What follows belongs to an exercise in optimizing a design on an open flow for small area, a short achievable clock period and few clock cycles per item; a production flow would make more cautious choices.
In this exercise RTL edits were held to simulation tests only and were not proved equivalent to the original.
Power figures rest on the tool's default switching activity, not on a simulated workload.

## flow/design.v (module list and top-level ports; edited modules follow where they fit)
// module spwm_phase: 1459 lines
// module spwm_times3: 135 lines
// module spwm_kh: 123 lines
// module spwm_cos_a: 138 lines
// module spwm_cos_b: 138 lines
// module spwm_cos_e: 2058 lines
// module three_phase_sine_pwm_compare: 107 lines
module three_phase_sine_pwm_compare (
  input  logic                            clk,
  input  logic                            rst,
  input  logic                            angle_valid,
  output logic                            angle_ready,
  input  logic [spwm_pkg::ANGLE_W-1:0]    elec_angle,
  input  logic [spwm_pkg::MOD_W-1:0]      mod_index,
  output logic                            cmp_valid,
  input  logic                            cmp_ready,
  output logic [spwm_pkg::CMP_W-1:0]      compare_u,
  output logic [spwm_pkg::CMP_W-1:0]      compare_v,
  output logic [spwm_pkg::CMP_W-1:0]      compare_w,
  input  logic                            cfg_we,
  input  logic [spwm_pkg::CFG_IDX_W-1:0]  cfg_index,
  input  logic [spwm_pkg::CFG_DATA_W-1:0] cfg_wdata
);
  // ...
==> flow/run.sh <==
#!/bin/bash
# synth_recipe.tcl (not shown) runs the flow's synth.tcl, then flattens the netlist and writes it again
# the make line also repeats each setting of config.mk as NAME=value (left out here)
make -C /OpenROAD-flow-scripts/flow DESIGN_CONFIG=/design/flow/config.mk WORK_HOME=/design/flow/orfs CLKGATE_MAP_FILE= SYNTH_SCRIPT=/design/flow/synth_recipe.tcl finish
==> flow/config.mk <==
export PLATFORM = sky130hd
export DESIGN_NAME = three_phase_sine_pwm_compare
export DESIGN_NICKNAME = three_phase_sine_pwm_compare
export VERILOG_FILES = /design/flow/design.v
export SDC_FILE = /design/flow/constraint.sdc
export NUM_CORES = 4
export LEC_CHECK = 0
export ABC_AREA = 1
export CAP_MARGIN = 20
export CORE_MARGIN = 2
export CORE_UTILIZATION = 35
export SETUP_SLACK_MARGIN = 5
export SLEW_MARGIN = 20
export SYNTH_MEMORY_MAX_BITS = 65536
==> flow/constraint.sdc <==
create_clock -name core_clock -period 9.0 [get_ports {clk}]
set_input_delay 1.8000 -clock core_clock [delete_from_list [all_inputs] [get_ports {clk}]]
set_output_delay 1.8000 -clock core_clock [all_outputs]
set_load 0.01 [all_outputs]
==> summary.txt, run 1 <==
Layout
  • Filler cell count: 23838
  • Max reg flops: 48
  • Biggest register: sk_data
  • Core Util, Final: 38.9%
  • Inverter count: 1830
  • Clock buffers: 106

Clock tree
  • Root Buffer: clkbuf_16
  • Number of H-tree levels: 3
  • TritonCTS clock tree: yes

STA
  • Final hold vios: 0
  • Final worst slack: 4.99 ns
  • Setup_tns: 0 ns
  • Final min period: 4.01 ns

Setup path
  • Largest delay contributor family on the critical path: adder cells
  • R2R depth: 9
  • Critical Path, Cell by Cell: nand2_1 -> o22ai_1 -> a31oi_1 -> fa_1 -> inv_1 -> fa_1 -> fa_1 -> inv_1 -> fa_1
  • R2R Path Start: u_phase_w.duty4[15]
  • Critical path data arrival time: 4.52 ns
  • Crit. Startpoint: u_phase_w.duty4[15]
  • Crit path depth: 9
  • Reg2Reg Capture Point: u_phase_w.s5_cn[4]
  • Worst path required time: 9.51 ns
  • Worst Path Max Fanout: 16
  • Nature of the critical path endpoint: flip-flop

Power
  • Clock net power: 3.98 mW
  • Switching share of power: 51.3%

GRT
  • First-pass GRT wire length: 486000 um
  • Largest net degree at the start of global routing: 150
  • Met1 Use GR: 33.7%

Logic synthesis
  • Warnings from Yosys: 7
  • Simple-gate share of the synthesized area: 16.1%
  • Synth unique cells: 77
  • Count leader, synth: nand2_1
  • Adder-cell share of the synthesized area: 27.4%
  • Net Count, Synth: 11385

Route
  • DRT Wirelength: 325000 um
  • ANT nets after route: 0
  • Vias per cell: 5.81

Status
  • Status: finished clean

Hold path
  • Hold path start: mod0[11]
  • Hold endpoint: mod1[11]

Floorplan
  • # IOs: 106
  • DIE HEIGHT: 488 um
  • Initial Utilization: 35.2%
  • Die ar.: 239000 um^2
Testbench counts, summed over its fixed seeds: cycles 7,242, items 7,200.
==> run 2, diff against run 1 <==
--- a/flow/config.mk
+++ b/flow/config.mk
@@ -8,7 +8,7 @@
 export ABC_AREA = 1
 export CAP_MARGIN = 20
 export CORE_MARGIN = 2
-export CORE_UTILIZATION = 35
+export CORE_UTILIZATION = 45
 export SETUP_SLACK_MARGIN = 5
 export SLEW_MARGIN = 20
 export SYNTH_MEMORY_MAX_BITS = 65536
==> run 2 against run 1 <==
Against the previous run: still clean on timing, DRC and antenna; critical path depth is the same; via count is 1.0% higher; hold slack improved by 0.024 ns; synthesized area unchanged; first-iteration DRC count up 9.9%; global-route usage grew 7.3 points; maximum frequency rose by 1.0%; sequential power hardly changed; count of clock-buffer cells in the layout shrank 1; sequential share of layout area increased by 0.16 points; clock skew is 0.024 ns higher; non-clock buffer count grew 15; largest power group unchanged.
==> summary.txt, run 2 <==
Layout
  • Core Util, Final: 49.7% (was 38.9%)
  • Synth-to-Final Area Change: 9.59% (was 10.4%)
  • Fin area: 90000 um^2 (was 90600 um^2)
  • Final #Nets: 11272 (was 11255)
  • Max reg flops: 48 (unchanged)
  • Most common cell after layout, fill and taps aside: nand2_1 (unchanged)
  • Biggest register: sk_data (unchanged)
  • Share of cells above drive strength 1: 7.72% (was 7.47%)
  • Commonest cells after routing, fill and taps aside: 2007 x nand2_1, 1727 x inv_1, 822 x fa_1, 653 x edfxtp_1, 591 x nor2_1 (was 2011 x nand2_1, 1735 x inv_1, 826 x fa_1, 653 x edfxtp_1, 586 x nor2_1)

GRT
  • Initial antenna violation count: 6 (was 5)
  • Met3 global-route usage: 6.79% (was 5.09%)
  • Busiest layer in global routing: met2 (unchanged)
  • Vias in the first global route: 77046 (was 76508)
  • Total gr overflow: 0 (unchanged)
  • GRT Overall Usage: 34.0% (was 26.7%)
  • Met2 Use GR: 54.4% (was 42.7%)
  • Largest net degree at the start of global routing: 135 (was 150)
  • Met1 Use GR: 42.5% (was 33.7%)
  • First-pass GRT wire length: 482000 um (was 486000 um)

Clock tree
  • Number of H-tree levels: 3 (unchanged)
  • Cts hold-fix bufs: 0 (unchanged)
  • Clock Path Buffers: 3 (unchanged)
  • Number of buffers created by CTS: 91 (unchanged)
  • Clk pin slew, worst setup/hold paths: 0.05 ns (was 0.06 ns)
  • TritonCTS clock tree: yes (unchanged)
  • Clock latency at the later pin of the worst-skew pair: 0.79 ns (was 0.76 ns)
  • Clock sink count: 730 (unchanged)
  • Root Buffer: clkbuf_16 (unchanged)

Setup path
  • CP endpoint: u_phase_v.s3_cn[4] (was u_phase_w.s5_cn[4])
  • Setup CP Type: flip-flop to flip-flop (unchanged)
  • Worst Path Max Fanout: 28 (was 16)
  • Reg-to-reg slack, setup: 5.03 ns (was 4.99 ns)
  • R2R depth: 9 (unchanged)
  • Critical Path Source Type: flip-flop (unchanged)
  • Nature of the critical path endpoint: flip-flop (unchanged)
  • Reg2Reg Capture Point: u_phase_v.s3_cn[4] (was u_phase_w.s5_cn[4])
  • Critical path data arrival time: 4.44 ns (was 4.52 ns)
  • Crit. Startpoint: mod2[14] (was u_phase_w.duty4[15])
  • R2R Path Start: mod2[14] (was u_phase_w.duty4[15])
  • Worst path required time: 9.46 ns (was 9.51 ns)

Logic synthesis
  • Post-Syn Area: 82100 um^2 (unchanged)
  • Prevailing post-synth register cell: edfxtp_1 (unchanged)
  • Biggest area consumer among synthesized cells: edfxtp_1 (unchanged)
  • Yosys reg bits: 730 (unchanged)
  • Net Count, Synth: 11385 (unchanged)
  • Synth top cells by count: 2073 x nand2_1, 1758 x inv_1, 834 x fa_1, 653 x edfxtp_1, 608 x nor2_1 (unchanged)
  • Number of synthesized flops with an enable pin: 653 (unchanged)
  • Warnings from Yosys: 7 (unchanged)
  • Top post-synthesis cells by area: edfxtp_1 24%, fa_1 20%, nand2_1 9.5% (unchanged)
  • Seq/Total Area, Yosys: 25.8% (unchanged)
  • Mean Syn Cell Area: 8.19 um^2 (unchanged)
  • Synth top area share: 23.9% (unchanged)
  • Mapped Cells: 10028 (unchanged)
  • Count leader, synth: nand2_1 (unchanged)
  • Async SR Flop Fraction: 0% (unchanged)
  • Synth unique cells: 77 (unchanged)

Floorplan
  • # IOs: 106 (unchanged)
  • Row cnt: 156 (was 177)
  • Initial Utilization: 45.3% (was 35.2%)
  • Core ar.: 181000 um^2 (was 233000 um^2)
  • DIE HEIGHT: 431 um (was 488 um)
  • Die ar.: 186000 um^2 (was 239000 um^2)
  • Chip Width: 431 um (was 488 um)

STA
  • Final hold vios: 0 (unchanged)
  • Max Transition Viols Final: 0 (unchanged)
  • Max Freq: 252 MHz (was 249 MHz)
  • Final Skew: 0.0651 ns (was 0.0408 ns)
  • Final min period: 3.97 ns (was 4.01 ns)
  • Setup_tns: 0 ns (unchanged)
  • Max_slew headroom: 27.7% (was 27.0%)
  • Least-Margin Pin Slew: 1.09 ns (was 1.08 ns)
  • Final setup fails: 0 (unchanged)
  • RSZ-0062 raised after global routing: true (unchanged)
  • Fin crit share: 44.2% (was 44.6%)

Route
  • ANT nets after route: 0 (unchanged)
  • Via Count: 76894 (was 76133)
  • Initial drt markers: 9991 (was 9094)
  • Vias per cell: 6.22 (was 5.81)
  • DRT Wirelength: 322000 um (was 325000 um)
  • Detailed Routing Iterations Pass 1: 9 (unchanged)
  • WL/cell: 26.1 um (was 24.8 um)
  • # DRC: 0 (unchanged)

Job
  • Max cap viols: 0 (unchanged)

Place
  • Placed wire-length estimate: 229000 um (was 233000 um)
  • Routability Congestion: 1.00 (was 0.996)
  • Post-DP Area: 85200 um^2 (was 86100 um^2)
  • Port bufs: 105 (unchanged)

Status
  • Status: finished clean (unchanged)

Hold path
  • Hold path start: mod0[14] (was mod0[11])
  • HP Class: flip-flop to flip-flop (unchanged)

Power
  • VDD IR max: 0.302 mV (was 0.305 mV)
  • P per Cell Area: 443 nW/um^2 (was 444 nW/um^2)
  • Leakage: 41.0 nW (was 40.9 nW)
[run 2: through the flow]
step,total power [mW],cells,hold slack [ns],setup WS [ns]
floorplan,26.1,10028,0.353,2.86
global placement,34.1,12101,0.403,4.62
detailed placement,34.8,12103,0.409,4.62
CTS,39.0,12293,0.422,4.94
global route,43.7,12361,0.425,4.92
finish,39.9,12364,0.420,5.03
[run 2: layout make-up]
class	count	area [um^2]
Antenna cell	4	10.0
Timing Repair Buffer	385	3450
Timing Repair inverter	5	36.3
Fill cell	17459	91100
Sequential cell	730	21200
Multi-Input combinational cell	6875	52200
Clock buffer	105	2360
Inverter	1827	6980
Clock inverter	63	808
Tap cell	2370	2970
[run 2: repair_timing]
item                       4_1_cts  5_1_grt
setup endpoints to repair      145      228
buffers inserted                19       62
gates resized for setup         53      208
cloned                           3        5
pin swaps                        3       42
[run 2: cell families after synthesis]
logic type,synth area share (%)
XOR/XNOR,2.00
flip-flops,25.8
buffers and inverters,11.4
AND/OR/NAND/NOR,16.1
AO/OA/AOI/OAI,17.3
adder cells (fa/ha/maj),27.4
[run 2: worst min-delay path by stage]
stage | to | depth (start not counted)
after floorplan | tp3[0] | 0
after global placement | mod1[1] | 0
after detailed placement | mod1[14] | 0
after CTS | mod1[14] | 0
after global routing | mod1[1] | 0
final | mod1[14] | 0
[run 2: critical path, stage by stage, from the launching register on]
cell	delay (ns)
edfxtp_1	0.33
buf_6	0.35
clkinvlp_4	0.36
buf_4	0.32
o221ai_1	0.30
fa_1	0.49
fa_1	0.48
fa_1	0.52
inv_1	0.05
fa_1	0.44
[run 2: power breakdown]
group	internal (mW)	leakage, nW	switching, mW
Sequential	6.17	7.42	1.04
Clock	2.28	1.54	1.65
Combinational	11.0	32.1	17.8
Total	19.4	41.0	20.4
[run 2: routing by layer]
metal / wire, um / up-vias / part of all wire [%]
met5: 22 / - / 0.0068
met4: 23300 / 4 / 7.2
met3: 32000 / 1580 / 9.9
met2: 146000 / 5134 / 45
met1: 121000 / 36891 / 37
li1: - / 33285 / -
==> run 3, diff against run 2 <==
==> flow/flow/run.sh (new file) <==
#!/bin/bash
set -euo pipefail
MARGIN=5.2
bash standard.sh synth > log_synth.txt 2>&1
bash standard.sh SETUP_SLACK_MARGIN=$MARGIN finish > log_layout.txt 2>&1
==> flow/standard.sh (new file) <==
#!/bin/bash
# synth_recipe.tcl (not shown) runs the flow's synth.tcl, then flattens the netlist and writes it again
# the make line also repeats each setting of config.mk as NAME=value (left out here)
make -C /OpenROAD-flow-scripts/flow DESIGN_CONFIG=/design/flow/config.mk WORK_HOME=/design/flow/orfs CLKGATE_MAP_FILE= SYNTH_SCRIPT=/design/flow/synth_recipe.tcl "${@:-finish}"
--- a/flow/config.mk
+++ b/flow/config.mk
@@ -9,6 +9,5 @@
 export CAP_MARGIN = 20
 export CORE_MARGIN = 2
 export CORE_UTILIZATION = 45
-export SETUP_SLACK_MARGIN = 5
 export SLEW_MARGIN = 20
 export SYNTH_MEMORY_MAX_BITS = 65536
removed: flow/run.sh
==> run 3 against run 2 <==
Against the previous run: critical endpoint is now u_phase_u.v2[5]; non-clock buffer count grew 80; setup slack gained 0.095 ns; sequential cell count is the same; hold slack gained 0.0028 ns; count of clock-buffer cells in the layout grew 1; still clean; largest cell class unchanged; synthesized area is the same.
==> summary.txt, run 3 <==
STA
  • Setup_tns: 0 ns (unchanged)
  • Fin crit share: 43.1% (was 44.2%)
  • Final hold vios: 0 (unchanged)
  • RSZ-0062 raised after global routing: true (unchanged)
  • Final worst slack: 5.12 ns (was 5.03 ns)
  • Final setup fails: 0 (unchanged)
  • Max Freq: 258 MHz (was 252 MHz)
  • Max_slew headroom: 28.2% (was 27.7%)
  • Final min period: 3.88 ns (was 3.97 ns)
  • Hold Slack: 0.422 ns (was 0.420 ns)
  • Final Skew: 0.0556 ns (was 0.0651 ns)
  • Max Transition Viols Final: 0 (unchanged)
  • Least-Margin Pin Slew: 1.08 ns (was 1.09 ns)

Logic synthesis
  • Synth top cells by count: 2073 x nand2_1, 1758 x inv_1, 834 x fa_1, 653 x edfxtp_1, 608 x nor2_1 (unchanged)
  • Async SR Flop Fraction: 0% (unchanged)
  • Top post-synthesis cells by area: edfxtp_1 24%, fa_1 20%, nand2_1 9.5% (unchanged)
  • Post-Syn Area: 82100 um^2 (unchanged)
  • Mean Syn Cell Area: 8.19 um^2 (unchanged)
  • Prevailing post-synth register cell: edfxtp_1 (unchanged)
  • Number of synthesized flops with an enable pin: 653 (unchanged)
  • Count leader, synth: nand2_1 (unchanged)
  • Biggest area consumer among synthesized cells: edfxtp_1 (unchanged)
  • Mapped Cells: 10028 (unchanged)
  • Warnings from Yosys: 7 (unchanged)
  • Seq/Total Area, Yosys: 25.8% (unchanged)
  • Synth top area share: 23.9% (unchanged)
  • Net Count, Synth: 11385 (unchanged)
  • Synth unique cells: 77 (unchanged)
  • Yosys reg bits: 730 (unchanged)

Setup path
  • Worst path required time: 9.44 ns (was 9.46 ns)
  • Critical path data arrival time: 4.32 ns (was 4.44 ns)
  • Worst Path Max Fanout: 3 (was 28)
  • Critical-path cell with the highest stage delay: edfxtp_1 (was fa_1)
  • Max incr delay on CP: 0.49 ns (was 0.52 ns)
  • Critical Path Source Type: flip-flop (unchanged)
  • Reg-to-reg slack, setup: 5.12 ns (was 5.03 ns)
  • Nature of the critical path endpoint: flip-flop (unchanged)
  • Worst Path Buf+Inv: 5 (was 4)
  • Setup CP Type: flip-flop to flip-flop (unchanged)
  • Cell mode on critical path: inv_2 (was fa_1)
  • Critical Path, Cell by Cell: buf_6 -> nand2_2 -> inv_2 -> fa_2 -> inv_2 -> fa_1 -> inv_2 -> fa_2 -> ha_4 -> a21oi_2 -> inv_2 -> a31oi_4 -> nor2_4 -> o22ai_4 -> fa_2 -> xnor2_1 (was buf_6 -> clkinvlp_4 -> buf_4 -> o221ai_1 -> fa_1 -> fa_1 -> fa_1 -> inv_1 -> fa_1)
  • Largest delay contributor family on the critical path: adder cells (unchanged)

GRT
  • GRT Overall Usage: 34.4% (was 34.0%)
  • Total gr overflow: 0 (unchanged)
  • First-pass GRT wire length: 487000 um (was 482000 um)
  • Largest net degree at the start of global routing: 156 (was 135)
  • Vias in the first global route: 77954 (was 77046)
  • Initial antenna violation count: 7 (was 6)

Route
  • DRT met1 WL: 121000 um (about the same)
  • # DRC: 0 (unchanged)
  • Via Count: 77784 (was 76894)
  • Met2 WL: 149000 um (was 146000 um)
  • ANT nets after route: 0 (unchanged)
  • Top Layer Used: met5 (unchanged)
  • Vias per cell: 6.25 (was 6.22)
  • DR WL met3: 34300 um (was 32000 um)
  • WL/cell: 26.5 um (was 26.1 um)
  • Detailed Routing Iterations Pass 1: 7 (was 9)
  • Initial drt markers: 9694 (was 9991)
  • DRT Wirelength: 329000 um (was 322000 um)

Clock tree
  • TritonCTS clock tree: yes (unchanged)
  • Clk pin slew, worst setup/hold paths: 0.06 ns (was 0.05 ns)
  • Number of buffers created by CTS: 90 (was 91)
  • Clock Path Buffers: 3 (unchanged)
  • Number of H-tree levels: 3 (unchanged)
  • Clock latency at the later pin of the worst-skew pair: 0.77 ns (was 0.79 ns)
  • Root Buffer: clkbuf_16 (unchanged)
  • Cts hold-fix bufs: 0 (unchanged)
  • Clock sink count: 730 (unchanged)

Floorplan
  • Chip Width: 431 um (unchanged)
  • Row cnt: 156 (unchanged)
  • DIE HEIGHT: 431 um (unchanged)
  • # IOs: 106 (unchanged)
  • Core ar.: 181000 um^2 (unchanged)
  • Initial Utilization: 45.3% (unchanged)
  • Die ar.: 186000 um^2 (unchanged)

Place
  • Routability Congestion: 1.00 (about the same)
  • Port bufs: 105 (unchanged)
  • Inst Count DP: 12102 (was 12103)
  • Placed wire-length estimate: 230000 um (was 229000 um)
  • Dpl ws: 4.47 ns (was 4.62 ns)

Power
  • Sw Pwr: 20.8 mW (was 20.4 mW)
  • Leakage: 41.5 nW (was 41.0 nW)
  • Tot Pwr: 40.6 mW (was 39.9 mW)
  • VDD IR max: 0.392 mV (was 0.302 mV)
  • Comb power frac: 72.9% (was 72.1%)
  • Internal power: 19.8 mW (was 19.4 mW)
  • Clock Power Share: 9.3% (was 9.9%)
  • Sequential Power Share: 17.8% (was 18.1%)
  • Switching share of power: 51.3% (about the same)
  • P per Cell Area: 444 nW/um^2 (was 443 nW/um^2)

Layout
  • Final #Nets: 11352 (was 11272)
  • Max reg flops: 48 (unchanged)
  • Biggest register: sk_data (unchanged)
  • Most common cell after layout, fill and taps aside: nand2_1 (unchanged)
  • Synth-to-Final Area Change: 11.3% (was 9.59%)
  • Finished Layout Cells: 12447 (was 12364)
  • Share of cells above drive strength 1: 9.48% (was 7.72%)
  • Filler cell count: 17325 (was 17459)
  • Commonest cells after routing, fill and taps aside: 1966 x nand2_1, 1711 x inv_1, 812 x fa_1, 653 x edfxtp_1, 587 x nor2_1 (was 2007 x nand2_1, 1727 x inv_1, 822 x fa_1, 653 x edfxtp_1, 591 x nor2_1)

Hold path
  • HP Class: flip-flop to flip-flop (unchanged)

Job
  • Max cap viols: 0 (unchanged)

Status
  • Status: finished clean (unchanged)
[run 3: cell count changes in the layout (fill, tap and decap cells not counted), moves of 14 or more]
cell | before | now
buf_12 | 10 | 27
buf_4 | 239 | 277
inv_1 | 1727 | 1711
buf_6 | 20 | 41
nand2_2 | 78 | 106
nand2_1 | 2007 | 1966
clkinvlp_4 | 23 | 37
[run 3: path summary, 6_finish.rpt]
check,end,cells past startpoint,start
worst max-delay path,u_phase_u.v2[5],16,u_phase_u.t1[0]
worst min-delay path,mod1[3],0,mod0[3]
worst max register to register,u_phase_u.v2[5],16,u_phase_u.t1[0]
worst min register to register,mod1[3],0,mod0[3]
[run 3: final cells by class]
type,instances,area (um^2),share of cell area (%)
clock buffer,106,2330,2.55
clock inverter,62,708,0.775
inverter,1827,7020,7.68
sequential,730,21200,23.2
antenna,6,15.0,0.0164
timing repair buffer,465,4460,4.88
tap,2370,2970,3.25
multi-input combinational,6875,52600,57.6
timing repair inverter,6,40.0,0.0438
[run 3: timing repair]
item	4_1_cts	5_1_grt
buffers inserted	60	95
pin swaps	49	74
gates resized for setup	203	272
endpoints found under the hold margin	0	0
endpoints found under the setup margin	305	223
gates cloned	7	9
[run 3: logic make-up (layout without fill, tap and decap cells)]
| logic type | Yosys count | count (layout) | synth area share (%) |
|---|---|---|---|
| fa+ha+maj | 1301 | 1301 | 27.4 |
| simple gates | 3235 | 3235 | 16.1 |
| flops | 730 | 730 | 25.8 |
| buf+inv | 2423 | 2466 | 11.4 |
| compound gates | 2164 | 2164 | 17.3 |
| xor+xnor | 175 | 175 | 2.00 |
| other cells | 0 | 6 | 0 |
[run 3: metrics by stage]
| stage | util, % | area (um^2) |
|---|---|---|
| floorplan | - | 82200 |
| global placement | 47.0 | 85200 |
| detailed placement | 47.0 | 85200 |
| CTS | 49.4 | 89500 |
| global route | 50.4 | 91300 |
| finish | 50.4 | 91400 |
[run 3: power by group through the flow]
| stage | Combinational, mW | Clock (mW) | Sequential, mW |
|---|---|---|---|
| global route | 33.1 | 3.98 | 7.29 |
| detailed placement | 27.7 | 0 | 7.21 |
| finish | 29.6 | 3.78 | 7.21 |
| floorplan | 19.4 | 0 | 6.74 |
| CTS | 28.4 | 3.87 | 7.15 |
| global placement | 27.1 | 0 | 7.19 |
[run 3: per-layer routing]
| layer | track usage (%) | vias up |
|---|---|---|
| met2 | 55.3 | 5410 |
| met5 | 0 | - |
| met4 | 21.6 | 2 |
| met3 | 7.14 | 1621 |
| li1 | - | 33417 |
| met1 | 42.4 | 37334 |

-- port drivers added, routing unchanged --
The results above use ideal ports. As a check the final layouts listed here were re-extracted and re-timed, cells and wires unchanged.
Step 1: set_driving_cell puts a clkbuf_16 on clk and a buf_2 on each other input, an assumption about the parent block.
Step 2, shift: input delay + t, output delay - t, t = (earliest + latest rising clock arrival at the registers) / 2. This alone moves slack from input paths to output paths.
Slacks: ideal ports / drivers / drivers and shift; pairs: ideal ports / drivers.
run	shift t [ns]	setup slack, ns	slew at the worst register clock pin (ns)	pins driven straight from the clock port
run 1	0.834	4.986 / 4.986 / 4.760	0.07 / 0.07	1
run 2	0.841	5.025 / 5.025 / 4.938	0.07 / 0.07	1
run 3	0.825	5.121 / 5.121 / 4.745	0.08 / 0.08	1
After both steps every run listed still meets setup and hold. The setup slack of run 3, which loses most, moves by 0.000 ns with the drivers and by -0.376 ns with both steps.
